What follows belongs to an exercise in optimizing a design on an open flow for small area; a production flow would make more cautious choices.
Only simulation tests tie the RTL to the original design; equivalence was not proved.
The flow treats the clock pin as an ideal source, which a real chip does not have.
Power and IR drop assume default switching activity.

===== flow/run.sh =====
#!/bin/bash
# synth_recipe.tcl (not shown) runs the flow's synth.tcl, then flattens the netlist and writes it again
# the make line also repeats each setting of config.mk as NAME=value (left out here)
make -C /OpenROAD-flow-scripts/flow DESIGN_CONFIG=/design/flow/config.mk WORK_HOME=/design/flow/orfs CLKGATE_MAP_FILE= SYNTH_SCRIPT=/design/flow/synth_recipe.tcl finish

===== flow/constraint.sdc =====
create_clock -name core_clock -period 10.0 [get_ports {clk}]
set_input_delay 2.0000 -clock core_clock [delete_from_list [all_inputs] [get_ports {clk}]]
set_output_delay 2.0000 -clock core_clock [all_outputs]
set_load 0.01 [all_outputs]

===== flow/design.v =====
package adc_proc_pkg;
   function automatic int log2(input int v);
      log2 = 0;
      for (int i = 0; i < 31; i++) begin
         if ((1 << i) < v) log2 = i + 1;
      end
   endfunction
   function automatic int ptr_w(input int n);
      ptr_w = (n > 1) ? log2(n) : 1;
   endfunction
endpackage
module rr_arbiter
#(
   parameter int N = 3
) (
   input  logic         clk,
   input  logic         reset,
   input  logic [N-1:0] req,
   output logic [N-1:0] grant
);
   logic [N-1:0] start_q;    
   logic         found;
   always_comb begin
      grant = '0;
      found = 1'b0;
      for (int k = 0; k < N; k++) begin
         for (int c = 0; c < N; c++) begin
            if (!found && req[c] && start_q[(c - k + N) % N]) begin
               found    = 1'b1;
               grant[c] = 1'b1;
            end
         end
      end
   end
   always_ff @(posedge clk) begin
      if (reset)     start_q <= N'(1);
      else if (|req) start_q <= {grant[N-2:0], grant[N-1]};
   end
endmodule
module multi_adc_processing
#(
   parameter int          N_CH           = 3,
   parameter int          DATA_W         = 16,
   parameter int          DEPTH          = 16,
   parameter int unsigned SCALING_FACTOR = 310866,
   parameter int          SCALE_W        = 20,
   parameter int          SHIFT_FACTOR   = 19,
   parameter int unsigned OFFSET         = 0
) (
   input  logic                   clk,
   input  logic                   reset,
   input  logic [N_CH-1:0]        sample_valid,
   input  logic [N_CH*DATA_W-1:0] sample_data,
   input  logic                   clear_overrun,
   output logic [N_CH*DATA_W-1:0] ave_data,
   output logic [N_CH*DATA_W-1:0] scaled_data,
   output logic [N_CH-1:0]        update_valid,
   output logic [N_CH-1:0]        primed,
   output logic [N_CH-1:0]        overrun
);
   localparam int LOG_D  = adc_proc_pkg::log2(DEPTH);
   localparam int SUM_W  = DATA_W + LOG_D;
   localparam int PROD_W = DATA_W + SCALE_W;
   localparam int CNT_W  = adc_proc_pkg::ptr_w(DEPTH);
   localparam logic [PROD_W-1:0] SAT_MAX = PROD_W'({DATA_W{1'b1}});
   logic [DATA_W-1:0] hold_q   [N_CH];
   logic [DATA_W-1:0] win_q    [N_CH][DEPTH];
   logic [SUM_W-1:0]  sum_q    [N_CH];
   logic [CNT_W-1:0]  cnt_q    [N_CH];
   logic [DATA_W-1:0] scaled_q [N_CH];
   logic [N_CH-1:0]   pending_q, overrun_q, primed_q, upd_q;
   logic [N_CH-1:0]   grant;
   logic [N_CH-1:0]   t1_q, t2_q, t3_q;
   logic [DATA_W-1:0] d1_q, d2_q;
   logic              f2_q;
   logic [SUM_W-1:0]  s3_q;
   logic [DATA_W-1:0] hold_sel, old_sel, ave3, scaled_new;
   logic [SUM_W-1:0]  sum_sel, sum_new, old_n, d_ext, ss, sc;
   function automatic logic [SUM_W-1:0] rca_s(input logic [SUM_W-1:0] a, input logic [SUM_W-1:0] b,
                                              input logic cin);
      logic cy;
      cy = cin;
      for (int k = 0; k < SUM_W; k++) begin
         rca_s[k] = a[k] ^ b[k] ^ cy;
         cy       = (a[k] & b[k]) | (a[k] & cy) | (b[k] & cy);
      end
   endfunction
   rr_arbiter #(.N(N_CH)) u_arb (
      .clk   (clk),
      .reset (reset),
      .req   (pending_q),
      .grant (grant)
   );
   always_comb begin
      hold_sel = '0;
      sum_sel  = '0;
      old_sel  = '0;
      for (int i = 0; i < N_CH; i++) begin
         if (grant[i]) hold_sel = hold_sel | hold_q[i];
         if (t2_q[i])  sum_sel  = sum_sel  | sum_q[i];
         if (t2_q[i])  old_sel  = old_sel  | win_q[i][DEPTH-1];
      end
      if (|(t2_q & t3_q)) sum_sel = s3_q;
      old_n   = ~(f2_q ? SUM_W'(old_sel) : '0);
      d_ext   = SUM_W'(d2_q);
      ss      = sum_sel ^ old_n ^ d_ext;
      sc      = SUM_W'(((sum_sel & old_n) | (sum_sel & d_ext) | (old_n & d_ext)) << 1);
      sum_new = rca_s(ss, sc, 1'b1);
      ave3 = DATA_W'(s3_q >> LOG_D);
   end
   if (SCALING_FACTOR == 310866 && SHIFT_FACTOR == 19 && OFFSET == 0 && DATA_W == 16) begin : g_fixed
      logic [15:0] scaled_fixed;
      logic [15:0] na;
      logic m_s1, m_c2, m_s3, m_c4, m_s5, m_c6, m_s7, m_c8, m_s9, m_c10, m_s11, m_c12, m_s13, m_c14, m_s15, m_c16, m_s17, m_c18, m_s19, m_c20, m_s21, m_c22, m_s23, m_c24, m_s25, m_c26, m_s27, m_c28, m_s29, m_c30, m_s31, m_c32, m_s33, m_c34, m_s35, m_c36, m_s37, m_c38, m_s39, m_c40, m_s41, m_c42, m_s43, m_c44, m_s45, m_c46, m_s47, m_c48, m_s49, m_c50, m_s51, m_c52, m_s53, m_c54, m_s55, m_c56, m_s57, m_c58, m_s59, m_c60, m_s61, m_c62, m_s63, m_c64, m_s65, m_c66, m_s67, m_c68, m_s69, m_c70, m_s71, m_c72, m_s73, m_c74, m_s75, m_c76, m_s77, m_c78, m_s79, m_c80, m_s81, m_c82, m_s83, m_c84, m_s85, m_c86, m_s87, m_c88, m_s89, m_c90, m_s91, m_c92, m_s93, m_c94, m_s95, m_c96, m_s97, m_c98, m_s99, m_c100, m_s101, m_c102, m_s103, m_c104, m_s105, m_c106, m_s107, m_c108, m_s109, m_c110, m_s111, m_c112, m_s113, m_c114, m_s115, m_c116, m_s117, m_c118, m_s119, m_c120, m_s121, m_c122, m_s123, m_c124, m_s125, m_c126, m_s127, m_c128, m_s129, m_c130, m_s131, m_c132, m_s133, m_c134, m_s135, m_c136, m_s137, m_c138, m_s139, m_c140, m_s141, m_c142, m_s143, m_c144, m_s145, m_c146, m_s147, m_c148, m_s149, m_c150, m_s151, m_c152, m_s153, m_c154, m_s155, m_c156, m_s157, m_c158, m_s159, m_c160, m_s161, m_c162, m_s163, m_c164, m_s165, m_c166, m_s167, m_c168, m_s169, m_c170, m_s171, m_c172, m_s173, m_c174, m_s175, m_c176, m_s177, m_c178, m_s179, m_c180, m_s181, m_c182, m_s183, m_c184, m_s185, m_c186, m_s187, m_c188, m_s189, m_c190, m_s191, m_c192, m_s193, m_c194, m_s195, m_c196, m_s197, m_c198, m_s199, m_c200, m_s201, m_c202, m_s203, m_c204, m_s205, m_c206, m_s207, m_c208, m_s209, m_c210, m_s211, m_c212, m_s213, m_c214, m_s215, m_c216, m_s217, m_c218;
      assign na = ~ave3;
      assign m_s1 = ~ave3[3];
      assign m_c2 = ave3[3];
      assign m_s3 = ave3[4] ^ ave3[6];
      assign m_c4 = ave3[4] & ave3[6];
      assign m_s5 = ave3[5] ^ ave3[7];
      assign m_c6 = ave3[5] & ave3[7];
      assign m_s7 = ave3[6] ^ ave3[8];
      assign m_c8 = ave3[6] & ave3[8];
      assign m_s9 = ave3[7] ^ ave3[9];
      assign m_c10 = ave3[7] & ave3[9];
      assign m_s11 = ave3[0] ^ ave3[8] ^ ave3[10];
      assign m_c12 = (ave3[0] & ave3[8]) | (ave3[0] & ave3[10]) | (ave3[8] & ave3[10]);
      assign m_s13 = ave3[0] ^ ave3[1] ^ ave3[9];
      assign m_c14 = (ave3[0] & ave3[1]) | (ave3[0] & ave3[9]) | (ave3[1] & ave3[9]);
      assign m_s15 = ave3[11] ^ ave3[14];
      assign m_c16 = ave3[11] & ave3[14];
      assign m_s17 = ave3[1] ^ ave3[2] ^ ave3[10];
      assign m_c18 = (ave3[1] & ave3[2]) | (ave3[1] & ave3[10]) | (ave3[2] & ave3[10]);
      assign m_s19 = ave3[12] ^ ave3[15] ^ na[7];
      assign m_c20 = (ave3[12] & ave3[15]) | (ave3[12] & na[7]) | (ave3[15] & na[7]);
      assign m_s21 = ave3[2] ^ ave3[3] ^ ave3[11];
      assign m_c22 = (ave3[2] & ave3[3]) | (ave3[2] & ave3[11]) | (ave3[3] & ave3[11]);
      assign m_s23 = ave3[13] ^ na[8];
      assign m_c24 = ave3[13] & na[8];
      assign m_s25 = ave3[0] ^ ave3[3] ^ ave3[4];
      assign m_c26 = (ave3[0] & ave3[3]) | (ave3[0] & ave3[4]) | (ave3[3] & ave3[4]);
      assign m_s27 = ave3[12] ^ ave3[14] ^ na[9];
      assign m_c28 = (ave3[12] & ave3[14]) | (ave3[12] & na[9]) | (ave3[14] & na[9]);
      assign m_s29 = ave3[1] ^ ave3[4] ^ ave3[5];
      assign m_c30 = (ave3[1] & ave3[4]) | (ave3[1] & ave3[5]) | (ave3[4] & ave3[5]);
      assign m_s31 = ave3[13] ^ ave3[15] ^ na[10];
      assign m_c32 = (ave3[13] & ave3[15]) | (ave3[13] & na[10]) | (ave3[15] & na[10]);
      assign m_s33 = ave3[2] ^ ave3[5] ^ ave3[6];
      assign m_c34 = (ave3[2] & ave3[5]) | (ave3[2] & ave3[6]) | (ave3[5] & ave3[6]);
      assign m_s35 = ave3[14] ^ na[11];
      assign m_c36 = ave3[14] & na[11];
      assign m_s37 = ave3[3] ^ ave3[6] ^ ave3[7];
      assign m_c38 = (ave3[3] & ave3[6]) | (ave3[3] & ave3[7]) | (ave3[6] & ave3[7]);
      assign m_s39 = ave3[15] ^ na[12];
      assign m_c40 = ave3[15] & na[12];
      assign m_s41 = ave3[4] ^ ave3[7] ^ ave3[8];
      assign m_c42 = (ave3[4] & ave3[7]) | (ave3[4] & ave3[8]) | (ave3[7] & ave3[8]);
      assign m_s43 = ave3[5] ^ ave3[8];
      assign m_c44 = ave3[5] & ave3[8];
      assign m_s45 = ave3[6] ^ ave3[9];
      assign m_c46 = ave3[6] & ave3[9];
      assign m_s47 = ~ave3[7];
      assign m_c48 = ave3[7];
      assign m_s49 = ~ave3[8];
      assign m_c50 = ave3[8];
      assign m_s51 = ~ave3[9];
      assign m_c52 = ave3[9];
      assign m_s53 = ~ave3[10];
      assign m_c54 = ave3[10];
      assign m_s55 = ~ave3[11];
      assign m_c56 = ave3[11];
      assign m_s57 = ave3[5] ^ ave3[8];
      assign m_c58 = ave3[5] & ave3[8];
      assign m_s59 = ave3[9] ^ na[1] ^ m_s3;
      assign m_c60 = (ave3[9] & na[1]) | (ave3[9] & m_s3) | (na[1] & m_s3);
      assign m_s61 = ave3[10] ^ na[2] ^ m_s5;
      assign m_c62 = (ave3[10] & na[2]) | (ave3[10] & m_s5) | (na[2] & m_s5);
      assign m_s63 = ave3[11] ^ na[3] ^ m_s7;
      assign m_c64 = (ave3[11] & na[3]) | (ave3[11] & m_s7) | (na[3] & m_s7);
      assign m_s65 = ave3[12] ^ na[4] ^ m_s9;
      assign m_c66 = (ave3[12] & na[4]) | (ave3[12] & m_s9) | (na[4] & m_s9);
      assign m_s67 = ave3[13] ^ na[5] ^ m_s11;
      assign m_c68 = (ave3[13] & na[5]) | (ave3[13] & m_s11) | (na[5] & m_s11);
      assign m_s69 = na[6] ^ m_s13 ^ m_s15;
      assign m_c70 = (na[6] & m_s13) | (na[6] & m_s15) | (m_s13 & m_s15);
      assign m_s71 = m_s17 ^ m_s19 ^ m_c14;
      assign m_c72 = (m_s17 & m_s19) | (m_s17 & m_c14) | (m_s19 & m_c14);
      assign m_s73 = m_s21 ^ m_s23 ^ m_c18;
      assign m_c74 = (m_s21 & m_s23) | (m_s21 & m_c18) | (m_s23 & m_c18);
      assign m_s75 = m_s25 ^ m_s27 ^ m_c22;
      assign m_c76 = (m_s25 & m_s27) | (m_s25 & m_c22) | (m_s27 & m_c22);
      assign m_s77 = m_s29 ^ m_s31 ^ m_c26;
      assign m_c78 = (m_s29 & m_s31) | (m_s29 & m_c26) | (m_s31 & m_c26);
      assign m_s79 = m_s33 ^ m_s35 ^ m_c30;
      assign m_c80 = (m_s33 & m_s35) | (m_s33 & m_c30) | (m_s35 & m_c30);
      assign m_s81 = m_s37 ^ m_s39 ^ m_c34;
      assign m_c82 = (m_s37 & m_s39) | (m_s37 & m_c34) | (m_s39 & m_c34);
      assign m_s83 = na[13] ^ m_s41 ^ m_c38;
      assign m_c84 = (na[13] & m_s41) | (na[13] & m_c38) | (m_s41 & m_c38);
      assign m_s85 = ave3[9] ^ na[14] ^ m_s43;
      assign m_c86 = (ave3[9] & na[14]) | (ave3[9] & m_s43) | (na[14] & m_s43);
      assign m_s87 = ave3[10] ^ na[15] ^ m_s45;
      assign m_c88 = (ave3[10] & na[15]) | (ave3[10] & m_s45) | (na[15] & m_s45);
      assign m_s89 = ave3[10] ^ ave3[11] ^ m_s47;
      assign m_c90 = (ave3[10] & ave3[11]) | (ave3[10] & m_s47) | (ave3[11] & m_s47);
      assign m_s91 = ave3[11] ^ ave3[12] ^ m_s49;
      assign m_c92 = (ave3[11] & ave3[12]) | (ave3[11] & m_s49) | (ave3[12] & m_s49);
      assign m_s93 = ave3[12] ^ ave3[13] ^ m_s51;
      assign m_c94 = (ave3[12] & ave3[13]) | (ave3[12] & m_s51) | (ave3[13] & m_s51);
      assign m_s95 = ave3[13] ^ ave3[14] ^ m_s53;
      assign m_c96 = (ave3[13] & ave3[14]) | (ave3[13] & m_s53) | (ave3[14] & m_s53);
      assign m_s97 = ave3[14] ^ ave3[15] ^ m_s55;
      assign m_c98 = (ave3[14] & ave3[15]) | (ave3[14] & m_s55) | (ave3[15] & m_s55);
      assign m_s99 = ~(ave3[12] ^ ave3[15]);
      assign m_c100 = ave3[12] | ave3[15];
      assign m_s101 = ave3[0] ^ ave3[2];
      assign m_c102 = ave3[0] & ave3[2];
      assign m_s103 = ave3[1] ^ ave3[3] ^ ave3[6];
      assign m_c104 = (ave3[1] & ave3[3]) | (ave3[1] & ave3[6]) | (ave3[3] & ave3[6]);
      assign m_s105 = ave3[2] ^ ave3[4] ^ ave3[7];
      assign m_c106 = (ave3[2] & ave3[4]) | (ave3[2] & ave3[7]) | (ave3[4] & ave3[7]);
      assign m_s107 = na[0] ^ m_s1 ^ m_s57;
      assign m_c108 = (na[0] & m_s1) | (na[0] & m_s57) | (m_s1 & m_s57);
      assign m_s109 = m_c2 ^ m_s59 ^ m_c58;
      assign m_c110 = (m_c2 & m_s59) | (m_c2 & m_c58) | (m_s59 & m_c58);
      assign m_s111 = m_c4 ^ m_s61 ^ m_c60;
      assign m_c112 = (m_c4 & m_s61) | (m_c4 & m_c60) | (m_s61 & m_c60);
      assign m_s113 = m_c6 ^ m_s63 ^ m_c62;
      assign m_c114 = (m_c6 & m_s63) | (m_c6 & m_c62) | (m_s63 & m_c62);
      assign m_s115 = m_c8 ^ m_s65 ^ m_c64;
      assign m_c116 = (m_c8 & m_s65) | (m_c8 & m_c64) | (m_s65 & m_c64);
      assign m_s117 = m_c10 ^ m_s67 ^ m_c66;
      assign m_c118 = (m_c10 & m_s67) | (m_c10 & m_c66) | (m_s67 & m_c66);
      assign m_s119 = m_c12 ^ m_s69 ^ m_c68;
      assign m_c120 = (m_c12 & m_s69) | (m_c12 & m_c68) | (m_s69 & m_c68);
      assign m_s121 = m_c16 ^ m_s71 ^ m_c70;
      assign m_c122 = (m_c16 & m_s71) | (m_c16 & m_c70) | (m_s71 & m_c70);
      assign m_s123 = m_c20 ^ m_s73 ^ m_c72;
      assign m_c124 = (m_c20 & m_s73) | (m_c20 & m_c72) | (m_s73 & m_c72);
      assign m_s125 = m_c24 ^ m_s75 ^ m_c74;
      assign m_c126 = (m_c24 & m_s75) | (m_c24 & m_c74) | (m_s75 & m_c74);
      assign m_s127 = m_c28 ^ m_s77 ^ m_c76;
      assign m_c128 = (m_c28 & m_s77) | (m_c28 & m_c76) | (m_s77 & m_c76);
      assign m_s129 = m_c32 ^ m_s79 ^ m_c78;
      assign m_c130 = (m_c32 & m_s79) | (m_c32 & m_c78) | (m_s79 & m_c78);
      assign m_s131 = m_c36 ^ m_s81 ^ m_c80;
      assign m_c132 = (m_c36 & m_s81) | (m_c36 & m_c80) | (m_s81 & m_c80);
      assign m_s133 = m_c40 ^ m_s83 ^ m_c82;
      assign m_c134 = (m_c40 & m_s83) | (m_c40 & m_c82) | (m_s83 & m_c82);
      assign m_s135 = m_c42 ^ m_s85 ^ m_c84;
      assign m_c136 = (m_c42 & m_s85) | (m_c42 & m_c84) | (m_s85 & m_c84);
      assign m_s137 = m_c44 ^ m_s87 ^ m_c86;
      assign m_c138 = (m_c44 & m_s87) | (m_c44 & m_c86) | (m_s87 & m_c86);
      assign m_s139 = m_c46 ^ m_s89 ^ m_c88;
      assign m_c140 = (m_c46 & m_s89) | (m_c46 & m_c88) | (m_s89 & m_c88);
      assign m_s141 = m_c48 ^ m_s91 ^ m_c90;
      assign m_c142 = (m_c48 & m_s91) | (m_c48 & m_c90) | (m_s91 & m_c90);
      assign m_s143 = m_c50 ^ m_s93 ^ m_c92;
      assign m_c144 = (m_c50 & m_s93) | (m_c50 & m_c92) | (m_s93 & m_c92);
      assign m_s145 = m_c52 ^ m_s95 ^ m_c94;
      assign m_c146 = (m_c52 & m_s95) | (m_c52 & m_c94) | (m_s95 & m_c94);
      assign m_s147 = m_c54 ^ m_s97 ^ m_c96;
      assign m_c148 = (m_c54 & m_s97) | (m_c54 & m_c96) | (m_s97 & m_c96);
      assign m_s149 = m_c56 ^ m_s99 ^ m_c98;
      assign m_c150 = (m_c56 & m_s99) | (m_c56 & m_c98) | (m_s99 & m_c98);
      assign m_s151 = ~(ave3[13] ^ m_c100);
      assign m_c152 = ave3[13] | m_c100;
      assign m_s153 = ~ave3[14];
      assign m_c154 = ave3[14];
      assign m_s155 = ~ave3[15];
      assign m_c156 = ave3[15];
      assign m_s157 = ave3[0] ^ ave3[3];
      assign m_c158 = ave3[0] & ave3[3];
      assign m_s159 = ave3[1] ^ ave3[4] ^ m_c158;
      assign m_c160 = (ave3[1] & ave3[4]) | (ave3[1] & m_c158) | (ave3[4] & m_c158);
      assign m_s161 = ave3[5] ^ m_s101 ^ m_c160;
      assign m_c162 = (ave3[5] & m_s101) | (ave3[5] & m_c160) | (m_s101 & m_c160);
      assign m_s163 = m_s103 ^ m_c102 ^ m_c162;
      assign m_c164 = (m_s103 & m_c102) | (m_s103 & m_c162) | (m_c102 & m_c162);
      assign m_s165 = m_s105 ^ m_c104 ^ m_c164;
      assign m_c166 = (m_s105 & m_c104) | (m_s105 & m_c164) | (m_c104 & m_c164);
      assign m_s167 = m_s107 ^ m_c106 ^ m_c166;
      assign m_c168 = (m_s107 & m_c106) | (m_s107 & m_c166) | (m_c106 & m_c166);
      assign m_s169 = m_s109 ^ m_c108 ^ m_c168;
      assign m_c170 = (m_s109 & m_c108) | (m_s109 & m_c168) | (m_c108 & m_c168);
      assign m_s171 = m_s111 ^ m_c110 ^ m_c170;
      assign m_c172 = (m_s111 & m_c110) | (m_s111 & m_c170) | (m_c110 & m_c170);
      assign m_s173 = m_s113 ^ m_c112 ^ m_c172;
      assign m_c174 = (m_s113 & m_c112) | (m_s113 & m_c172) | (m_c112 & m_c172);
      assign m_s175 = m_s115 ^ m_c114 ^ m_c174;
      assign m_c176 = (m_s115 & m_c114) | (m_s115 & m_c174) | (m_c114 & m_c174);
      assign m_s177 = m_s117 ^ m_c116 ^ m_c176;
      assign m_c178 = (m_s117 & m_c116) | (m_s117 & m_c176) | (m_c116 & m_c176);
      assign m_s179 = m_s119 ^ m_c118 ^ m_c178;
      assign m_c180 = (m_s119 & m_c118) | (m_s119 & m_c178) | (m_c118 & m_c178);
      assign m_s181 = m_s121 ^ m_c120 ^ m_c180;
      assign m_c182 = (m_s121 & m_c120) | (m_s121 & m_c180) | (m_c120 & m_c180);
      assign m_s183 = m_s123 ^ m_c122 ^ m_c182;
      assign m_c184 = (m_s123 & m_c122) | (m_s123 & m_c182) | (m_c122 & m_c182);
      assign m_s185 = m_s125 ^ m_c124 ^ m_c184;
      assign m_c186 = (m_s125 & m_c124) | (m_s125 & m_c184) | (m_c124 & m_c184);
      assign m_s187 = m_s127 ^ m_c126 ^ m_c186;
      assign m_c188 = (m_s127 & m_c126) | (m_s127 & m_c186) | (m_c126 & m_c186);
      assign m_s189 = m_s129 ^ m_c128 ^ m_c188;
      assign m_c190 = (m_s129 & m_c128) | (m_s129 & m_c188) | (m_c128 & m_c188);
      assign m_s191 = m_s131 ^ m_c130 ^ m_c190;
      assign m_c192 = (m_s131 & m_c130) | (m_s131 & m_c190) | (m_c130 & m_c190);
      assign m_s193 = m_s133 ^ m_c132 ^ m_c192;
      assign m_c194 = (m_s133 & m_c132) | (m_s133 & m_c192) | (m_c132 & m_c192);
      assign m_s195 = m_s135 ^ m_c134 ^ m_c194;
      assign m_c196 = (m_s135 & m_c134) | (m_s135 & m_c194) | (m_c134 & m_c194);
      assign m_s197 = m_s137 ^ m_c136 ^ m_c196;
      assign m_c198 = (m_s137 & m_c136) | (m_s137 & m_c196) | (m_c136 & m_c196);
      assign m_s199 = m_s139 ^ m_c138 ^ m_c198;
      assign m_c200 = (m_s139 & m_c138) | (m_s139 & m_c198) | (m_c138 & m_c198);
      assign m_s201 = m_s141 ^ m_c140 ^ m_c200;
      assign m_c202 = (m_s141 & m_c140) | (m_s141 & m_c200) | (m_c140 & m_c200);
      assign m_s203 = m_s143 ^ m_c142 ^ m_c202;
      assign m_c204 = (m_s143 & m_c142) | (m_s143 & m_c202) | (m_c142 & m_c202);
      assign m_s205 = m_s145 ^ m_c144 ^ m_c204;
      assign m_c206 = (m_s145 & m_c144) | (m_s145 & m_c204) | (m_c144 & m_c204);
      assign m_s207 = m_s147 ^ m_c146 ^ m_c206;
      assign m_c208 = (m_s147 & m_c146) | (m_s147 & m_c206) | (m_c146 & m_c206);
      assign m_s209 = m_s149 ^ m_c148 ^ m_c208;
      assign m_c210 = (m_s149 & m_c148) | (m_s149 & m_c208) | (m_c148 & m_c208);
      assign m_s211 = m_s151 ^ m_c150 ^ m_c210;
      assign m_c212 = (m_s151 & m_c150) | (m_s151 & m_c210) | (m_c150 & m_c210);
      assign m_s213 = m_s153 ^ m_c152 ^ m_c212;
      assign m_c214 = (m_s153 & m_c152) | (m_s153 & m_c212) | (m_c152 & m_c212);
      assign m_s215 = m_s155 ^ m_c154 ^ m_c214;
      assign m_c216 = (m_s155 & m_c154) | (m_s155 & m_c214) | (m_c154 & m_c214);
      assign m_s217 = ~(m_c156 ^ m_c216);
      assign m_c218 = m_c156 | m_c216;
      assign scaled_fixed = {m_s217, m_s215, m_s213, m_s211, m_s209, m_s207, m_s205, m_s203, m_s201, m_s199, m_s197, m_s195, m_s193, m_s191, m_s189, m_s187};
      assign scaled_new = scaled_fixed;
   end else begin : g_generic
      logic [PROD_W-1:0] prod, sh, sh_ofs;
      always_comb begin
         prod       = PROD_W'(ave3) * PROD_W'(SCALING_FACTOR);
         sh         = prod >> SHIFT_FACTOR;
         sh_ofs     = (sh < PROD_W'(OFFSET)) ? '0 : sh - PROD_W'(OFFSET);
         scaled_new = (sh_ofs > SAT_MAX) ? {DATA_W{1'b1}} : DATA_W'(sh_ofs);
      end
   end
   always_ff @(posedge clk) begin
      d1_q <= hold_sel;
      d2_q <= d1_q;
      f2_q <= |(t1_q & primed_q);
      s3_q <= sum_new;
      for (int i = 0; i < N_CH; i++) begin
         if (sample_valid[i]) hold_q[i] <= sample_data[i*DATA_W +: DATA_W];
         if (t2_q[i]) begin
            win_q[i][0] <= d2_q;
            for (int j = 1; j < DEPTH; j++) win_q[i][j] <= win_q[i][j-1];
         end
      end
   end
   always_ff @(posedge clk) begin
      if (reset) begin
         pending_q <= '0;
         overrun_q <= '0;
         primed_q  <= '0;
         upd_q     <= '0;
         t1_q      <= '0;
         t2_q      <= '0;
         t3_q      <= '0;
         for (int i = 0; i < N_CH; i++) begin
            sum_q[i]    <= '0;
            cnt_q[i]    <= '0;
            scaled_q[i] <= '0;
         end
      end else begin
         pending_q <= (pending_q & ~grant) | sample_valid;
         overrun_q <= (clear_overrun ? '0 : overrun_q) | (sample_valid & pending_q & ~grant);
         t1_q      <= grant;
         t2_q      <= t1_q;
         t3_q      <= t2_q;
         upd_q     <= t3_q;
         for (int i = 0; i < N_CH; i++) begin
            if (t1_q[i]) begin
               cnt_q[i] <= cnt_q[i] + CNT_W'(1);
               if (cnt_q[i] == CNT_W'(DEPTH - 1)) primed_q[i] <= 1'b1;
            end
            if (t3_q[i]) begin
               sum_q[i]    <= s3_q;
               scaled_q[i] <= scaled_new;
            end
         end
      end
   end
   always_comb begin
      for (int i = 0; i < N_CH; i++) begin
         ave_data[i*DATA_W +: DATA_W]    = DATA_W'(sum_q[i] >> LOG_D);
         scaled_data[i*DATA_W +: DATA_W] = scaled_q[i];
      end
      update_valid = upd_q;
      primed       = primed_q;
      overrun      = overrun_q;
   end
endmodule

===== flow/config.mk =====
export PLATFORM = sky130hd
export DESIGN_NAME = multi_adc_processing
export DESIGN_NICKNAME = multi_adc_processing
export VERILOG_FILES = /design/flow/design.v
export SDC_FILE = /design/flow/constraint.sdc
export NUM_CORES = 4
export LEC_CHECK = 0
export CAP_MARGIN = 20
export CORE_MARGIN = 2
export CORE_UTILIZATION = 45
export CTS_CLUSTER_DIAMETER = 100
export CTS_CLUSTER_SIZE = 30
export PLACE_DENSITY = 0.6
export SLEW_MARGIN = 20

==> reports/summary.txt, run 1 <==
Multiplexer area fraction after synthesis - 0.0297
Combinational share of power - 0.378
Internal power - 7.55 mW
Drt pass-1 iters - 6
R2R setup slack - 0.47 ns
Crit path launch type - flip-flop
Number of synthesized flops with an enable pin - 816
Syn nets - 1953
Placed Cells incl. Taps - 2913
CP Class - flip-flop to flip-flop
Synth Area in Simple Gates - 0.0248
Worst-Skew Late Latency - 0.62 ns
Crit path max-delay family - adder cells
Via density - 4.86
Synth unique cells - 41
Wire length per cell - 18.3 um
Count leader, synth - edfxtp_1
Pleak - 12.7 nW
Grt total ovfl - 0
I/O pin count - 159
GPL Wtd Cong - 0.771
Worst slew margin - 0.297
Setup violations, final - 0
Top_reg_cell synth - edfxtp_1
CP Launch Point - s3_q[4]$_DFF_P_
Clock transition at path regs - 0.11 ns
Total Nets Final - 2103
RSZ-0062 raised after global routing - false
CTS tree - yes
ANT nets after route - 0
Maxcap violations - 0
Full die area - 79300 sq um
Transition time of the tightest slew-check pin - 1.05 ns
Number of warnings issued by yosys - 7
Crit-path slowest cell - fa_1
Critical Path AT - 10.05 ns
Fin crit period - 9.53 ns
Synth Area in Compound Gates - 0.0282
Synth top area share - 0.706
TritonCTS Buffers - 41
Hold_sp - d1_q[6]$_DFF_P_
Site Rows - 101
First-pass GRT wire length - 84500 um
Starting Density - 0.455
Synth-to-Final Area Change - 11.9%
Largest net degree at the start of global routing - 115
HP Class - flip-flop to flip-flop
Total track usage - 0.139
FFs w/ async S/R, synth - 0
Sw Share - 0.321
Post-Synth Adder-Cell Area - 0.0674
Fmax - 105 MHz
WP buf/inv - 4
Worst Path Max Fanout - 3
Core Box Area - 76200 sq um
Drt initial violations - 1472
Clock tree sinks - 1013
Final hold slack - 0.334 ns
Initial antenna violation count - 1
CTS Hold Bufs - 0
XOR/XNOR Fraction of Synth Area - 0.00303
Post-Syn Area - 34700 sq um
DR vias - 14500
Setup TNS - 0 ns
N_diodes - 0
Root buffer cell - clkbuf_16
Drc violations - 0
Worst Clk Skew - 0.0276 ns
Sequential element share of the synthesized area - 0.820
Final cell count without fillers - 2989
Post-Place Worst Slack - -0.177 ns
Slowest cell delay on critical path - 0.54 ns
Horiz. Die Dim - 282 um
Post-synth top cells - edfxtp_1 (816), dfxtp_1 (197), nor2_1 (156), fa_1 (105), mux2i_1 (103)
Setup WS post-layout - 0.470 ns
Cell mode on critical path - fa_2
Psw - 3.58 mW
Vias in the first global route - 14700
#FFs+latches synth - 1013
Leading area contributor after synthesis - edfxtp_1
CTS HTree Levels - 2
CTS max path bufs - 3
Syn Area/Cell - 19.5 sq um
Setup Buffers After CTS - 0
Post-DP HPWL - 34900 um
Endpoint class of the critical path - flip-flop
Final period util - 0.953
Worst path required time - 10.52 ns
Total Wirelength - 54800 um
Post-synthesis cell count - 1776
Final hold vios - 0
Largest family of logic cells by synthesized area - adder cells
PortBufs - 158
Max Transition Viols Final - 0
PwrDens - 286 nW/um^2
Chip Height - 282 um
Clock power share - 0.186
Worst R2R Start - s3_q[4]$_DFF_P_
Status - no timing/DRC/antenna violations
Reg power frac - 0.436
Layout cells sized above 1 - 0.0761
Ranking of synthesized cells by area - edfxtp_1 (71%), dfxtp_1 (11%), fa_1 (6.1%)
Max VDD drop - 0.545 mV
routing by layer:
metal / share of wire / global-route usage / vias to the layer above / wire length [um]
met3: 0.049 / 0.0247 / 49 / 2670
met5: 0 / 0 / - / 0
li1: - / - / 6782 / -
met4: 0.014 / 0.0292 / 0 / 754
met2: 0.46 / 0.217 / 291 / 25300
met1: 0.48 / 0.206 / 7418 / 26100
repair_timing:
item / 4_1_cts / 5_1_grt
gates resized for setup: 9 / 11
pin swaps: 4 / 0
endpoints found under the setup margin: 6 / 9
worst reg2reg max path, delay by kind of cell (launching register included):
family / cells / cell delay, ns
adder cells (fa/ha/maj): 18 / 7.51
buffers and inverters: 4 / 0.27
AND/OR/NAND/NOR: 2 / 0.32
flip-flops: 1 / 0.36
AO/OA/AOI/OAI: 5 / 1.00
cell families (layout without fill, tap and decap cells):
kind of cell | after synthesis | count (layout)
flip-flops | 1013 | 1013
AND/OR/NAND/NOR | 202 | 202
buffers and inverters | 201 | 384
adder cells (fa/ha/maj) | 124 | 124
AO/OA/AOI/OAI | 121 | 121
multiplexers | 103 | 103
XOR/XNOR | 12 | 12
sequential cells by signal, indices dropped and copies added (netlist names), 12 cells and up:
| register | cells |
|---|---|
| cnt_q | 12 |
| d1_q | 16 |
| d2_q | 16 |
| hold_q | 48 |
| s3_q | 20 |
| scaled_q | 48 |
| sum_q | 60 |
| win_q | 768 |
area by class of cell:
class                           instances  area (sq um)
Inverter                               97           364
Clock buffer                           66          1170
Clock inverter                         10           150
Tap cell                             1030          1290
Multi-Input combinational cell        562          5410
Fill cell                            6044         37400
Sequential cell                      1013         28500
Timing Repair Buffer                  211          2000
power by group through the flow:
stage          Clock [mW]  Sequential (mW)  Combinational, mW
2_1_floorplan           0             5.01               2.67
3_3_place_gp            0             4.94               3.91
3_5_place_dp            0             4.95               4.05
4_1_cts              2.16             4.85               4.19
5_1_grt              2.29             4.88               4.79
6_report             2.07             4.85               4.21
metrics by stage:
step	total power [mW]	cell area, sq um	util
floorplan	7.68	34800	-
global placement	8.85	37500	0.492
detailed placement	9.00	37500	0.492
CTS	11.2	38800	0.509
global route	12.0	38800	0.510
finish	11.1	38800	0.510
final timing paths:
check / end / cells after the start
setup / recovery: scaled_q[2][14]$_SDFFE_PP0P_ / 29
hold / removal: d2_q[6]$_DFF_P_ / 0
setup reg to reg: scaled_q[2][14]$_SDFFE_PP0P_ / 29
hold reg to reg: d2_q[6]$_DFF_P_ / 0
placed cells by master, fill, tap and decap left out, types with 24 or more instances in the layout:
cell type        synthesis  layout
mux2i_1                103     103
clkbuf_16                0      43
nor2_1                 156     154
fa_2                     0      24
edfxtp_1               816     816
a222oi_1                54      54
fa_1                   105      81
buf_4                   48      51
a21oi_1                 27      25
clkdlybuf4s50_1          0     157
inv_1                   97      97
dfxtp_1                197     188
==> inputs of run 2 (changes only) <==
--- a/flow/config.mk
+++ b/flow/config.mk
@@ -8,7 +8,5 @@
 export CAP_MARGIN = 20
 export CORE_MARGIN = 2
 export CORE_UTILIZATION = 45
-export CTS_CLUSTER_DIAMETER = 100
-export CTS_CLUSTER_SIZE = 30
 export PLACE_DENSITY = 0.6
 export SLEW_MARGIN = 20
==> run 2 against run 1 <==
Against the previous run: synthesized area did not move; via count rose by 3.0%; clock power rose by 67%; register-to-register slack got worse by 0.06 ns; total power rose by 12%; synthesized cell count did not move; die area did not move; critical path depth did not move; flip-flop and latch count did not move; critical endpoint unchanged.
==> reports/summary.txt, run 2 <==
Status - no timing/DRC/antenna violations
Total Wirelength - 56400 um
Post-Syn Area - 34700 sq um
Top Registers - win_q: 768 flops, sum_q: 60 flops
Site Rows - 101
Core Box Area - 76200 sq um
Worst-Skew Late Latency - 0.65 ns
Register area - 28500 sq um
Final cell count without fillers - 3093
CP Class - flip-flop to flip-flop
Setup Buffers After CTS - 0
Via density - 4.84
Combinational share of power - 0.334
FFs w/ async S/R, synth - 0
Max VDD drop - 0.543 mV
Final hold slack - 0.325 ns
Final period util - 0.959
Synth unique cells - 41
Sequential element share of the synthesized area - 0.820
Most frequent cells in the layout - edfxtp_1 (816), dfxtp_1 (188), clkdlybuf4s50_1 (157)
Horiz. Die Dim - 282 um
Setup TNS - 0 ns
First-pass GRT wire length - 87400 um
CTS HTree Levels - 3
Pleak - 13.5 nW
Max reg flops - 768
Largest net degree at the start of global routing - 115
Setup WS post-layout - 0.407 ns
GR Layer Usage met1 - 0.211
Transition time of the tightest slew-check pin - 0.977 ns
Crit-path slowest cell - fa_1
Reg power frac - 0.389
#FFs+latches synth - 1013
Worst path required time - 10.56 ns
Number of synthesized flops with an enable pin - 816
Largest Register - win_q
Fmax - 104 MHz
Layout cells sized above 1 - 0.110
Maxcap violations - 0
Syn nets - 1953
Root buffer cell - clkbuf_16
Psw - 3.85 mW
Footprint of the multi-input gates - 5400 sq um
Placed Cells incl. Taps - 2913
RSZ-0062 raised after global routing - false
Critical Path AT - 10.15 ns
PortBufs - 158
I/O pin count - 159
Post-Place Worst Slack - -0.177 ns
Syn Area/Cell - 19.5 sq um
Drt pass-1 iters - 6
Initial antenna violation count - 1
HP Class - flip-flop to flip-flop
PwrDens - 307 nW/um^2
ANT nets after route - 0
Drt initial violations - 1402
Max Transition Viols Final - 0
Most Crowded Layer GR - met2
CTS Hold Bufs - 0
Chip Height - 282 um
Ranking of synthesized cells by area - edfxtp_1 (71%), dfxtp_1 (11%), fa_1 (6.1%)
Clock transition at path regs - 0.06 ns
Post-synthesis cell count - 1776
Crit path launch type - flip-flop
Post-synth top cells - edfxtp_1 (816), dfxtp_1 (197), nor2_1 (156), fa_1 (105), mux2i_1 (103)
Internal power - 8.64 mW
Fin crit period - 9.59 ns
Vias in the first global route - 15300
CTS tree - yes
Full die area - 79300 sq um
Crit path max-delay family - adder cells
Most common cell after layout, fill and taps aside - edfxtp_1
DR vias - 15000
Number of warnings issued by yosys - 7
Worst Clk Skew - 0.0241 ns
Count leader, synth - edfxtp_1
Clock tree sinks - 1013
Worst Path Max Fanout - 3
Final hold vios - 0
Synth-to-Final Area Change - 17.0%
Top_reg_cell synth - edfxtp_1
Endpoint class of the critical path - flip-flop
M2 GR Usage - 0.219
# fillers - 5876
Clock power share - 0.277
Starting Density - 0.455
TritonCTS Buffers - 98
GPL Wtd Cong - 0.771
Drc violations - 0
Worst slew margin - 0.346
Total track usage - 0.144
CTS max path bufs - 3
Wire length per cell - 18.2 um
Routing usage on met3 - 0.0305
Post-DP HPWL - 34900 um
N_diodes - 0
Slowest cell delay on critical path - 0.54 ns
WP buf/inv - 4
Grt total ovfl - 0
Final core utilization - 0.533
Setup violations, final - 0
Leading area contributor after synthesis - edfxtp_1
Total Nets Final - 2161
Synth top area share - 0.706
Sw Share - 0.308
run 2: layer usage:
layer  routed length [um]  part of all wire
met5                    0                 0
met4                 1300             0.023
met3                 2760             0.049
met2                25700              0.46
met1                26600              0.47
run 2: worst paths after layout:
kind                   start                           end  slack, ns  depth (start not counted)
max          s3_q[4]$_DFF_P_  scaled_q[2][14]$_SDFFE_PP0P_       0.41                         29
min reg2reg  d1_q[1]$_DFF_P_               d2_q[1]$_DFF_P_       0.33                          0
min          d1_q[1]$_DFF_P_               d2_q[1]$_DFF_P_       0.33                          0
max reg2reg  s3_q[4]$_DFF_P_  scaled_q[2][14]$_SDFFE_PP0P_       0.41                         29
run 2: through the flow:
stage / area, sq um / power, mW
after global routing: 40600 / 13.4
after CTS: 40600 / 12.6
final: 40600 / 12.5
after detailed placement: 37500 / 9.00
after floorplan: 34800 / 7.68
after global placement: 37500 / 8.85
run 2: area by class of cell:
class                           instances  share of cell area
Clock buffer                          143              0.0690
Clock inverter                         36             0.00666
Inverter                               97             0.00897
Multi-Input combinational cell        562               0.133
Sequential cell                      1013               0.701
Tap cell                             1030              0.0317
Timing Repair Buffer                  212              0.0496
run 2: cell families after synthesis:
kind of cell,Yosys count,share of synthesized area
DFF,1013,0.820
and+or+nand+nor,202,0.0248
buffers and inverters,201,0.0272
adders and majority gates,124,0.0674
AOI/OAI and AO/OA,121,0.0282
muxes,103,0.0297
xor gates and xnor gates,12,0.00303
run 2: what timing repair did:
| action | CTS | global route |
|---|---|---|
| setup endpoints to repair | 6 | 6 |
| resized for setup | 8 | 9 |
| pin swaps | 4 | 0 |
run 2: power by group through the flow:
stage / clock network (mW) / registers (mW) / logic [mW]
5_1_grt: 3.74 / 4.88 / 4.75
3_3_place_gp: 0 / 4.94 / 3.91
6_report: 3.46 / 4.86 / 4.17
4_1_cts: 3.57 / 4.86 / 4.21
3_5_place_dp: 0 / 4.95 / 4.05
2_1_floorplan: 0 / 5.01 / 2.67
==> inputs of run 3 (changes only) <==
--- a/flow/design.v
+++ b/flow/design.v
@@ -75,6 +75,8 @@
    logic              f2_q;
    logic [SUM_W-1:0]  s3_q;
    logic [DATA_W-1:0] hold_sel, old_sel, ave3, scaled_new;
+   logic [SUM_W-1:0]  sum_ld;
+   logic [DATA_W-1:0] scaled_ld;
    logic [SUM_W-1:0]  sum_sel, sum_new, old_n, d_ext, ss, sc;
    function automatic logic [SUM_W-1:0] rca_s(input logic [SUM_W-1:0] a, input logic [SUM_W-1:0] b,
                                               input logic cin);
@@ -365,9 +367,7 @@
          t2_q      <= '0;
          t3_q      <= '0;
          for (int i = 0; i < N_CH; i++) begin
-            sum_q[i]    <= '0;
             cnt_q[i]    <= '0;
-            scaled_q[i] <= '0;
          end
       end else begin
          pending_q <= (pending_q & ~grant) | sample_valid;
@@ -381,10 +381,18 @@
                cnt_q[i] <= cnt_q[i] + CNT_W'(1);
                if (cnt_q[i] == CNT_W'(DEPTH - 1)) primed_q[i] <= 1'b1;
             end
-            if (t3_q[i]) begin
-               sum_q[i]    <= s3_q;
-               scaled_q[i] <= scaled_new;
-            end
+         end
+      end
+   end
+   always_comb begin
+      sum_ld    = reset ? '0 : s3_q;
+      scaled_ld = reset ? '0 : scaled_new;
+   end
+   always_ff @(posedge clk) begin
+      for (int i = 0; i < N_CH; i++) begin
+         if (reset || t3_q[i]) begin
+            sum_q[i]    <= sum_ld;
+            scaled_q[i] <= scaled_ld;
          end
       end
    end
--- a/flow/config.mk
+++ b/flow/config.mk
@@ -8,5 +8,7 @@
 export CAP_MARGIN = 20
 export CORE_MARGIN = 2
 export CORE_UTILIZATION = 45
+export CTS_CLUSTER_DIAMETER = 80
+export CTS_CLUSTER_SIZE = 25
 export PLACE_DENSITY = 0.6
 export SLEW_MARGIN = 20
==> run 3 against run 2 <==
Against the previous run: still clean on timing, DRC and antenna; first-iteration DRC count decreased by 8.1%; total power shrank 3.3%; worst setup slack got worse by 0.052 ns; via count down 8.2%; flip-flop and latch count did not move; critical path type unchanged; largest cell class unchanged; highest routed layer is now met5.
==> reports/summary.txt, run 3 <==
Status - no timing/DRC/antenna violations
Largest family of logic cells by synthesized area - adder cells
Crit path launch type - flip-flop
GR Layer Usage met1 - 0.219
Endpoint class of the critical path - flip-flop
CTS Hold Bufs - 0
Syn Area/Cell - 21.8 sq um
First-pass GRT wire length - 84500 um
Combinational share of power - 0.365
Synth-to-Final Area Change - 12.9%
Max Transition Viols Final - 0
Root buffer cell - clkbuf_16
Fmax - 104 MHz
Setup Buffers After CTS - 0
Tot Pwr - 12.1 mW
Worst slew margin - 0.318
Pleak - 12.9 nW
Clock tree sinks - 1013
DR vias - 13700
PwrDens - 310 nW/um^2
Post-Synth Adder-Cell Area - 0.0678
Count leader, synth - edfxtp_1
ANT nets after route - 0
Crit-path slowest cell - fa_1
Synth unique cells - 40
Grt total ovfl - 0
Post-Syn Area - 34500 sq um
Number of warnings issued by yosys - 7
FFs w/ async S/R, synth - 0
I/O pin count - 159
Most common cell after layout, fill and taps aside - edfxtp_1
Psw - 3.75 mW
CTS tree - yes
R2R setup slack - 0.35 ns
Top_reg_cell synth - edfxtp_1
Syn nets - 1761
GPL Wtd Cong - 0.752
Post-synth top cells - edfxtp_1 (924), fa_1 (105), inv_1 (103), dfxtp_1 (89), nor2_1 (63)
Clock power share - 0.186
Routing usage on met3 - 0.0309
Max reg flops - 768
Top Registers - win_q: 768 flops, sum_q: 60 flops
CTS max path bufs - 3
Multiplexer area fraction after synthesis - 0.000871
Final hold vios - 0
Reg power frac - 0.449
Final cell count without fillers - 2797
Maxcap violations - 0
Ranking of synthesized cells by area - edfxtp_1 (81%), fa_1 (6.1%), dfxtp_1 (5.2%)
Via density - 4.91
Horiz. Die Dim - 281 um
Most frequent cells in the layout - edfxtp_1 (924), clkdlybuf4s50_1 (157), inv_1 (103)
RSZ-0062 raised after global routing - false
Post-DP HPWL - 36000 um
Final core utilization - 0.513
Largest Register - win_q
Total Nets Final - 1953
Full die area - 78800 sq um
Synth top area share - 0.805
M2 GR Usage - 0.213
Post-Place Worst Slack - -0.241 ns
Internal power - 8.32 mW
Setup violations, final - 0
Fin crit period - 9.65 ns
XOR/XNOR Fraction of Synth Area - 0.00305
Clock transition at path regs - 0.09 ns
Cell mode on critical path - fa_1
Most Crowded Layer GR - met1
Total Wirelength - 56700 um
Drc violations - 0
Synth Area in Compound Gates - 0.0268
Critical Path AT - 9.98 ns
Site Rows - 101
Final period util - 0.965
Post-synthesis cell count - 1584
HP Class - flip-flop to flip-flop
Wire length per cell - 20.3 um
Leading area contributor after synthesis - edfxtp_1
Max VDD drop - 0.328 mV
Sw Share - 0.311
Chip Height - 281 um
Drt pass-1 iters - 8
Core Box Area - 75800 sq um
Worst Path Max Fanout - 3
Starting Density - 0.454
TritonCTS Buffers - 49
Drt initial violations - 1288
Largest net degree at the start of global routing - 96
Slowest cell delay on critical path - 0.57 ns
CP Class - flip-flop to flip-flop
Setup WS post-layout - 0.355 ns
PortBufs - 158
Synth Area in Simple Gates - 0.0192
Number of synthesized flops with an enable pin - 924
Worst Clk Skew - 0.0268 ns
Layout cells sized above 1 - 0.0925
Sequential element share of the synthesized area - 0.857
Placed Cells incl. Taps - 2703
#FFs+latches synth - 1013
Total track usage - 0.143
Transition time of the tightest slew-check pin - 1.02 ns
CTS HTree Levels - 2
Initial antenna violation count - 8
Worst-Skew Late Latency - 0.63 ns
Vias in the first global route - 13800
Worst path required time - 10.34 ns
==> run 3: area by class of cell <==
cell class                      instances  area [sq um]
Fill cell                            5965         36900
Sequential cell                      1013         29500
Multi-Input combinational cell        388          4120
Timing Repair Buffer                  221          2090
Clock buffer                           78          1360
Tap cell                              978          1220
Inverter                              103           387
Clock inverter                         14           179
Antenna cell                            2          5.00
==> run 3: logic make-up after synthesis <==
logic type               count (synthesis)
multiplexers                             3
XOR/XNOR                                12
AND/OR/NAND/NOR                        135
buffers and inverters                  183
flip-flops                            1013
adder cells (fa/ha/maj)                124
AO/OA/AOI/OAI                          114
==> run 3: final timing paths <==
kind                                    end  cells after the start       startpoint
setup / recovery  scaled_q[1][14]$_DFFE_PP_                     26  s3_q[4]$_DFF_P_
hold / removal              d2_q[4]$_DFF_P_                      0  d1_q[4]$_DFF_P_
setup reg to reg  scaled_q[1][14]$_DFFE_PP_                     26  s3_q[4]$_DFF_P_
hold reg to reg             d2_q[4]$_DFF_P_                      0  d1_q[4]$_DFF_P_
==> run 3: stage by stage <==
step	cell area [sq um]	TNS, ns	hold slack, ns
finish	38900	0	0.322
global route	38900	0	0.334
global placement	37300	-1.38	0.311
detailed placement	37300	-1.36	0.312
floorplan	34500	0	0.310
CTS	38900	0	0.328
==> run 3: layer usage <==
layer | wire length, um | part of all wire
met1 | 27400 | 0.48
met2 | 25200 | 0.44
met3 | 3250 | 0.057
met4 | 804 | 0.014
met5 | 12 | 0.00021
==> run 3: timing repair <==
action                                  in CTS  in global routing
endpoints found under the setup margin       6                  6
gates cloned                                 0                  0
pin swaps                                    0                  1
endpoints found under the hold margin        0                  0
gates resized for setup                      6                  9
==> run 3: power groups by stage <==
| stage | Combinational [mW] | Clock (mW) | Sequential (mW) |
|---|---|---|---|
| detailed placement | 4.33 | 0 | 5.51 |
| floorplan | 2.50 | 0 | 5.58 |
| CTS | 4.47 | 2.33 | 5.42 |
| global route | 5.01 | 2.47 | 5.45 |
| finish | 4.41 | 2.24 | 5.42 |
| global placement | 4.34 | 0 | 5.51 |
==> run 3: worst max-delay path: cells and delay by family, from the launching register on <==
kind	cells	cell delay, ns
simple gates	1	0.18
compound gates	4	0.74
flops	1	0.37
buf+inv	3	0.31
fa+ha+maj	18	7.77
==> inputs of run 4 (changes only) <==
--- a/flow/config.mk
+++ b/flow/config.mk
@@ -8,7 +8,7 @@
 export CAP_MARGIN = 20
 export CORE_MARGIN = 2
 export CORE_UTILIZATION = 45
-export CTS_CLUSTER_DIAMETER = 80
-export CTS_CLUSTER_SIZE = 25
+export CTS_CLUSTER_DIAMETER = 100
+export CTS_CLUSTER_SIZE = 30
 export PLACE_DENSITY = 0.6
 export SLEW_MARGIN = 20
==> run 4 against run 3 <==
Against the previous run: still clean on timing, DRC and antenna; first-iteration DRC count increased by 3.6%; critical path depth grew 3; combinational power grew 1%; global-route usage is 0.066 points lower; utilization is 0.48 points lower; hold slack improved by 0.014 ns; die area did not move; worst setup slack lost 0.018 ns; final cell count down 0.97%; synthesized cell count stayed put; clock-buffer cell count fell by 18.
==> reports/summary.txt, run 4 <==
Total track usage - 0.143
Vias in the first global route - 13700
Cell mode on critical path - fa_1
Post-synth top cells - edfxtp_1 (924), fa_1 (105), inv_1 (103), dfxtp_1 (89), nor2_1 (63)
Clock tree sinks - 1013
Max Transition Viols Final - 0
Largest net degree at the start of global routing - 96
First-pass GRT wire length - 84200 um
Syn nets - 1761
Most common cell after layout, fill and taps aside - edfxtp_1
Full die area - 78800 sq um
Transition time of the tightest slew-check pin - 1.04 ns
Slowest cell delay on critical path - 0.51 ns
Total Nets Final - 1944
Clock transition at path regs - 0.12 ns
Endpoint class of the critical path - flip-flop
Final period util - 0.966
GPL Wtd Cong - 0.752
ANT nets after route - 0
Placed Instance Area - 37300 sq um
Final hold vios - 0
Root buffer cell - clkbuf_16
CTS HTree Levels - 2
Post-Syn Area - 34500 sq um
PortBufs - 158
Top_reg_cell synth - edfxtp_1
Drt initial violations - 1335
N_diodes - 0
Chip Height - 281 um
Final hold slack - 0.336 ns
Drt pass-1 iters - 8
Largest Register - win_q
Crit path launch type - flip-flop
WP buf/inv - 5
Synth top area share - 0.805
Max VDD drop - 0.329 mV
Via density - 4.92
Fmax - 103 MHz
Fin area - 38500 sq um
Total Wirelength - 56400 um
Final cell count without fillers - 2770
Setup violations, final - 0
Number of synthesized flops with an enable pin - 924
Worst-Skew Late Latency - 0.63 ns
Starting Density - 0.454
Site Rows - 101
Crit-path slowest cell - fa_1
Status - no timing/DRC/antenna violations
Synth-to-Final Area Change - 11.8%
HP Class - flip-flop to flip-flop
Sequential element share of the synthesized area - 0.857
Horiz. Die Dim - 281 um
Fin crit period - 9.66 ns
Most frequent cells in the layout - edfxtp_1 (924), clkdlybuf4s50_1 (157), inv_1 (103)
Ranking of synthesized cells by area - edfxtp_1 (81%), fa_1 (6.1%), dfxtp_1 (5.2%)
Drc violations - 0
Leading area contributor after synthesis - edfxtp_1
Crit path max-delay family - adder cells
Worst Clk Skew - 0.0409 ns
CTS tree - yes
Top Registers - win_q: 768 flops, sum_q: 60 flops
Worst Path Max Fanout - 3
Syn Area/Cell - 21.8 sq um
CTS max path bufs - 3
Core Box Area - 75800 sq um
CP Class - flip-flop to flip-flop
Layout cells sized above 1 - 0.0848
#FFs+latches synth - 1013
Initial antenna violation count - 7
Pleak - 12.7 nW
DR vias - 13600
I/O pin count - 159
PwrDens - 307 nW/um^2
Post-synthesis cell count - 1584
Critical Path AT - 9.98 ns
Worst slew margin - 0.304
Post-DP HPWL - 36000 um
Number of warnings issued by yosys - 7
Grt total ovfl - 0
Synth unique cells - 40
Maxcap violations - 0
Wire length per cell - 20.4 um
TritonCTS Buffers - 40
FFs w/ async S/R, synth - 0
Worst path required time - 10.31 ns
Count leader, synth - edfxtp_1
Placed Cells incl. Taps - 2703
CTS Hold Bufs - 0
Max reg flops - 768
==> run 4: cell counts after synthesis <==
No cell type changed its count.
==> run 4: cell type report <==
class,count,area (sq um)
inverter,103,387
clock buffer,60,1080
clock inverter,7,88.8
tap,978,1220
multi-input combinational,388,4130
timing repair buffer,221,2090
sequential,1013,29500
fill,6016,37300
==> run 4: where the power goes <==
group / switching [mW] / leakage, nW / internal [mW] / total (mW)
clock: 1.18 / 0.560 / 0.776 / 1.95
sequential: 0.154 / 9.27 / 5.26 / 5.42
combinational: 2.38 / 2.88 / 2.09 / 4.47
==> run 4: path summary, 6_finish.rpt <==
kind | from | to | slack, ns | cells past startpoint
min reg2reg | d1_q[6]$_DFF_P_ | d2_q[6]$_DFF_P_ | 0.34 | 0
max reg2reg | s3_q[16]$_DFF_P_ | scaled_q[2][14]$_DFFE_PP_ | 0.34 | 29
max | s3_q[16]$_DFF_P_ | scaled_q[2][14]$_DFFE_PP_ | 0.34 | 29
min | d1_q[6]$_DFF_P_ | d2_q[6]$_DFF_P_ | 0.34 | 0
==> run 4: routing by layer <==
layer	up-vias	routed length, um	global-route usage
met1	7043	27500	0.219
met4	2	767	0.0282
met3	53	2910	0.0285
met2	292	25200	0.213
li1	6249	-	-
met5	-	12	0
==> run 4: logic make-up after synthesis <==
family | Yosys count | share of synthesized area
DFF | 1013 | 0.857
buffers and inverters | 183 | 0.0253
and+or+nand+nor | 135 | 0.0192
adders and majority gates | 124 | 0.0678
AOI/OAI and AO/OA | 114 | 0.0268
xor gates and xnor gates | 12 | 0.00305
muxes | 3 | 0.000872
==> run 4: per-stage QoR <==
step | worst slack [ns] | TNS, ns | util | power, mW
4_1_cts | 0.00505 | 0 | 0.508 | 11.9
6_report | 0.337 | 0 | 0.508 | 11.8
3_3_place_gp | -0.232 | -1.38 | 0.492 | 9.85
5_1_grt | -0.00106 | -0.00106 | 0.508 | 12.7
3_5_place_dp | -0.241 | -1.36 | 0.492 | 9.84
2_1_floorplan | 0.00111 | 0 | - | 8.08
==> run 4: what timing repair did <==
item / CTS / global route
setup endpoints to repair: 6 / 6
pin swaps: 1 / 0
resized for setup: 7 / 10
buffers inserted: 0 / 0
gates cloned: 0 / 0
==> inputs of run 5 (changes only) <==
==> flow/flow/run.sh (new file) <==
#!/bin/bash
# Layout: the standard flow (standard.sh, standard synthesis included), with
# two ORFS arguments changed:
#  - buffer_ports gives every input and output port the smallest buffer, buf_1;
#  - clock_tree_synthesis clusters up to 30 sinks within 100 um per leaf buffer
#    and adds no dummy loads.
# make's full output goes to standard.log in the work folder; ORFS's own step
# logs are under orfs/logs/.
set -euo pipefail
export BUFFER_PORTS_ARGS="-buffer_cell sky130_fd_sc_hd__buf_1"
export CTS_ARGS="-sink_clustering_enable -repair_clock_nets -sink_clustering_size 20 -sink_clustering_max_diameter 70 -buf_list sky130_fd_sc_hd__clkbuf_8 -dont_use_dummy_load"
bash standard.sh > standard.log 2>&1
==> flow/standard.sh (new file) <==
#!/bin/bash
# synth_recipe.tcl (not shown) runs the flow's synth.tcl, then flattens the netlist and writes it again
# the make line also repeats each setting of config.mk as NAME=value (left out here)
make -C /OpenROAD-flow-scripts/flow DESIGN_CONFIG=/design/flow/config.mk WORK_HOME=/design/flow/orfs CLKGATE_MAP_FILE= SYNTH_SCRIPT=/design/flow/synth_recipe.tcl "${@:-finish}"
removed: flow/run.sh
==> run 5 against run 4 <==
Against the previous run: final area fell by 3.5%; global-route usage fell by 0.080 points; critical path depth decreased by 2; synthesized area unchanged; register-to-register slack gained 0.06 ns; total power down 5.2%; synthesized cell count stayed put; worst setup slack better by 0.058 ns; critical endpoint is now scaled_q[2][15]$_DFFE_PP_.
==> reports/summary.txt, run 5 <==
Top_reg_cell synth - edfxtp_1
Worst Path Max Fanout - 4
Top Registers - win_q: 768 flops, sum_q: 60 flops
Crit-path slowest cell - fa_1
Full die area - 78800 sq um
Drc violations - 0
Worst-Skew Late Latency - 0.71 ns
Total Wirelength - 55400 um
Critical Path AT - 9.98 ns
Largest Register - win_q
Count leader, synth - edfxtp_1
Layout cells sized above 1 - 0.0909
Syn Area/Cell - 21.8 sq um
Crit path max-delay family - adder cells
Setup Buffers After CTS - 0
Internal power - 7.63 mW
PortBufs - 158
I/O pin count - 159
Status - no timing/DRC/antenna violations
Max VDD drop - 0.356 mV
Most common cell after layout, fill and taps aside - edfxtp_1
Synth top area share - 0.805
Total Nets Final - 1962
Setup violations, final - 0
Sw Share - 0.320
Final period util - 0.960
PwrDens - 302 nW/um^2
Most frequent cells in the layout - edfxtp_1 (924), buf_1 (157), inv_1 (103)
Vias in the first global route - 14000
Placed Cells incl. Taps - 2702
Slowest cell delay on critical path - 0.54 ns
Post-synthesis cell count - 1584
Number of warnings issued by yosys - 7
Synth unique cells - 40
Worst slew margin - 0.273
Fin crit period - 9.60 ns
RSZ-0062 raised after global routing - false
Number of synthesized flops with an enable pin - 924
Psw - 3.60 mW
Final cell count without fillers - 2763
Post-synth top cells - edfxtp_1 (924), fa_1 (105), inv_1 (103), dfxtp_1 (89), nor2_1 (63)
Total track usage - 0.142
Final hold vios - 0
Drt pass-1 iters - 6
Reg power frac - 0.482
ANT nets after route - 0
Sequential element share of the synthesized area - 0.857
Starting Density - 0.454
Syn nets - 1761
Clock tree sinks - 1013
Max reg flops - 768
Transition time of the tightest slew-check pin - 1.09 ns
Site Rows - 101
Grt total ovfl - 0
FFs w/ async S/R, synth - 0
Tot Pwr - 11.2 mW
Worst path required time - 10.38 ns
Endpoint class of the critical path - flip-flop
Clock transition at path regs - 0.12 ns
Via density - 4.94
R2R setup slack - 0.40 ns
Fmax - 104 MHz
TritonCTS Buffers - 59
Largest net degree at the start of global routing - 120
CP Class - flip-flop to flip-flop
GPL Wtd Cong - 0.792
HP Class - flip-flop to flip-flop
Horiz. Die Dim - 281 um
Core Box Area - 75800 sq um
Maxcap violations - 0
Max Transition Viols Final - 0
Worst Clk Skew - 0.111 ns
Pleak - 12.2 nW
Wire length per cell - 20.0 um
First-pass GRT wire length - 84000 um
Synth-to-Final Area Change - 7.96%
Ranking of synthesized cells by area - edfxtp_1 (81%), fa_1 (6.1%), dfxtp_1 (5.2%)
CTS tree - yes
Cell mode on critical path - fa_1
Leading area contributor after synthesis - edfxtp_1
Drt initial violations - 1206
Post-DP HPWL - 35100 um
Post-Syn Area - 34500 sq um
#FFs+latches synth - 1013
WP buf/inv - 4
Combinational share of power - 0.371
Initial antenna violation count - 7
Chip Height - 281 um
DR vias - 13700
Crit path launch type - flip-flop
Clock power share - 0.146
[run 5: cell counts after synthesis]
No cell type changed its count.
[run 5: worst paths after layout]
kind	depth (start not counted)	from	end
setup reg to reg	27	s3_q[5]$_DFF_P_	scaled_q[2][15]$_DFFE_PP_
hold reg to reg	0	d1_q[8]$_DFF_P_	d2_q[8]$_DFF_P_
setup / recovery	27	s3_q[5]$_DFF_P_	scaled_q[2][15]$_DFFE_PP_
hold / removal	0	d1_q[8]$_DFF_P_	d2_q[8]$_DFF_P_
[run 5: logic make-up (layout without fill, tap and decap cells)]
| family | after synthesis | after routing | synth area share |
|---|---|---|---|
| DFF | 1013 | 1013 | 0.857 |
| muxes | 3 | 3 | 0.000872 |
| and+or+nand+nor | 135 | 135 | 0.0192 |
| AOI/OAI and AO/OA | 114 | 114 | 0.0268 |
| other | 0 | 2 | 0 |
| adders and majority gates | 124 | 124 | 0.0678 |
| xor gates and xnor gates | 12 | 12 | 0.00305 |
| buffers and inverters | 183 | 382 | 0.0253 |
[run 5: layout make-up]
class,count,area (sq um)
fill,6165,38600
sequential,1013,29500
multi-input combinational,388,4130
tap,978,1220
timing repair buffer,220,1100
clock buffer,59,812
inverter,103,387
antenna,2,5.00
[run 5: routing by layer]
metal  track usage  vias up  part of all wire
met5             0        -           0.00023
met4        0.0351        2             0.019
met3        0.0314       79             0.054
met2         0.212      306              0.45
met1         0.213     7017              0.48
li1              -     6253                 -
[run 5: timing repair]
action	in CTS	in global routing
hold buffers	0	0
setup endpoints to repair	6	6
resized for setup	10	5
[run 5: through the flow]
step / cell area [sq um] / hold WS, ns / TNS [ns] / util / worst slack [ns]
global placement: 36300 / 0.311 / -1.13 / 0.479 / -0.192
CTS: 37200 / 0.335 / 0 / 0.490 / 0.0261
global route: 37200 / 0.338 / 0 / 0.491 / 0.0376
finish: 37200 / 0.331 / 0 / 0.491 / 0.395
detailed placement: 36300 / 0.312 / -1.25 / 0.479 / -0.217
floorplan: 34500 / 0.310 / 0 / - / 0.00111
[run 5: power by group through the flow]
stage / clock network [mW] / logic [mW] / registers, mW
2_1_floorplan: 0 / 2.50 / 5.58
3_3_place_gp: 0 / 4.07 / 5.50
3_5_place_dp: 0 / 4.00 / 5.52
4_1_cts: 1.74 / 4.20 / 5.42
5_1_grt: 1.87 / 4.77 / 5.45
6_report: 1.64 / 4.17 / 5.41
[run 5: worst reg2reg max path: cells and delay by family, from the launching register on]
kind                       cells  cell delay [ns]
AOI/OAI and AO/OA              3             0.63
xor gates and xnor gates       1             0.14
adders and majority gates     18             7.77
buffers and inverters          4             0.34
DFF                            1             0.36
and+or+nand+nor                1             0.08

what the ideal ports hide:
No port has a modelled driver above. Below, the same layouts with a new extraction and two added sets of constraints.
Step 1 assumes that a clkbuf_16 drives the clock port and a buf_2 every other input.
Step 2 also shifts input and output timing later by t, the mid clock arrival at the registers, as if the neighbouring blocks saw the same clock.
Slacks: ideal ports / drivers / drivers and shift; pairs: ideal ports / drivers.
run	shift t [ns]	setup slack, ns	worst register clock-pin slew, ns
run 1	0.669	0.470 / 0.470 / 0.470	0.11 / 0.11
run 2	0.691	0.407 / 0.407 / 0.407	0.06 / 0.06
run 3	0.676	0.355 / 0.355 / 0.355	0.10 / 0.10
run 4	0.668	0.337 / 0.337 / 0.337	0.12 / 0.12
run 5	0.718	0.395 / 0.395 / 0.395	0.12 / 0.12
After both steps every run listed still meets setup and hold.
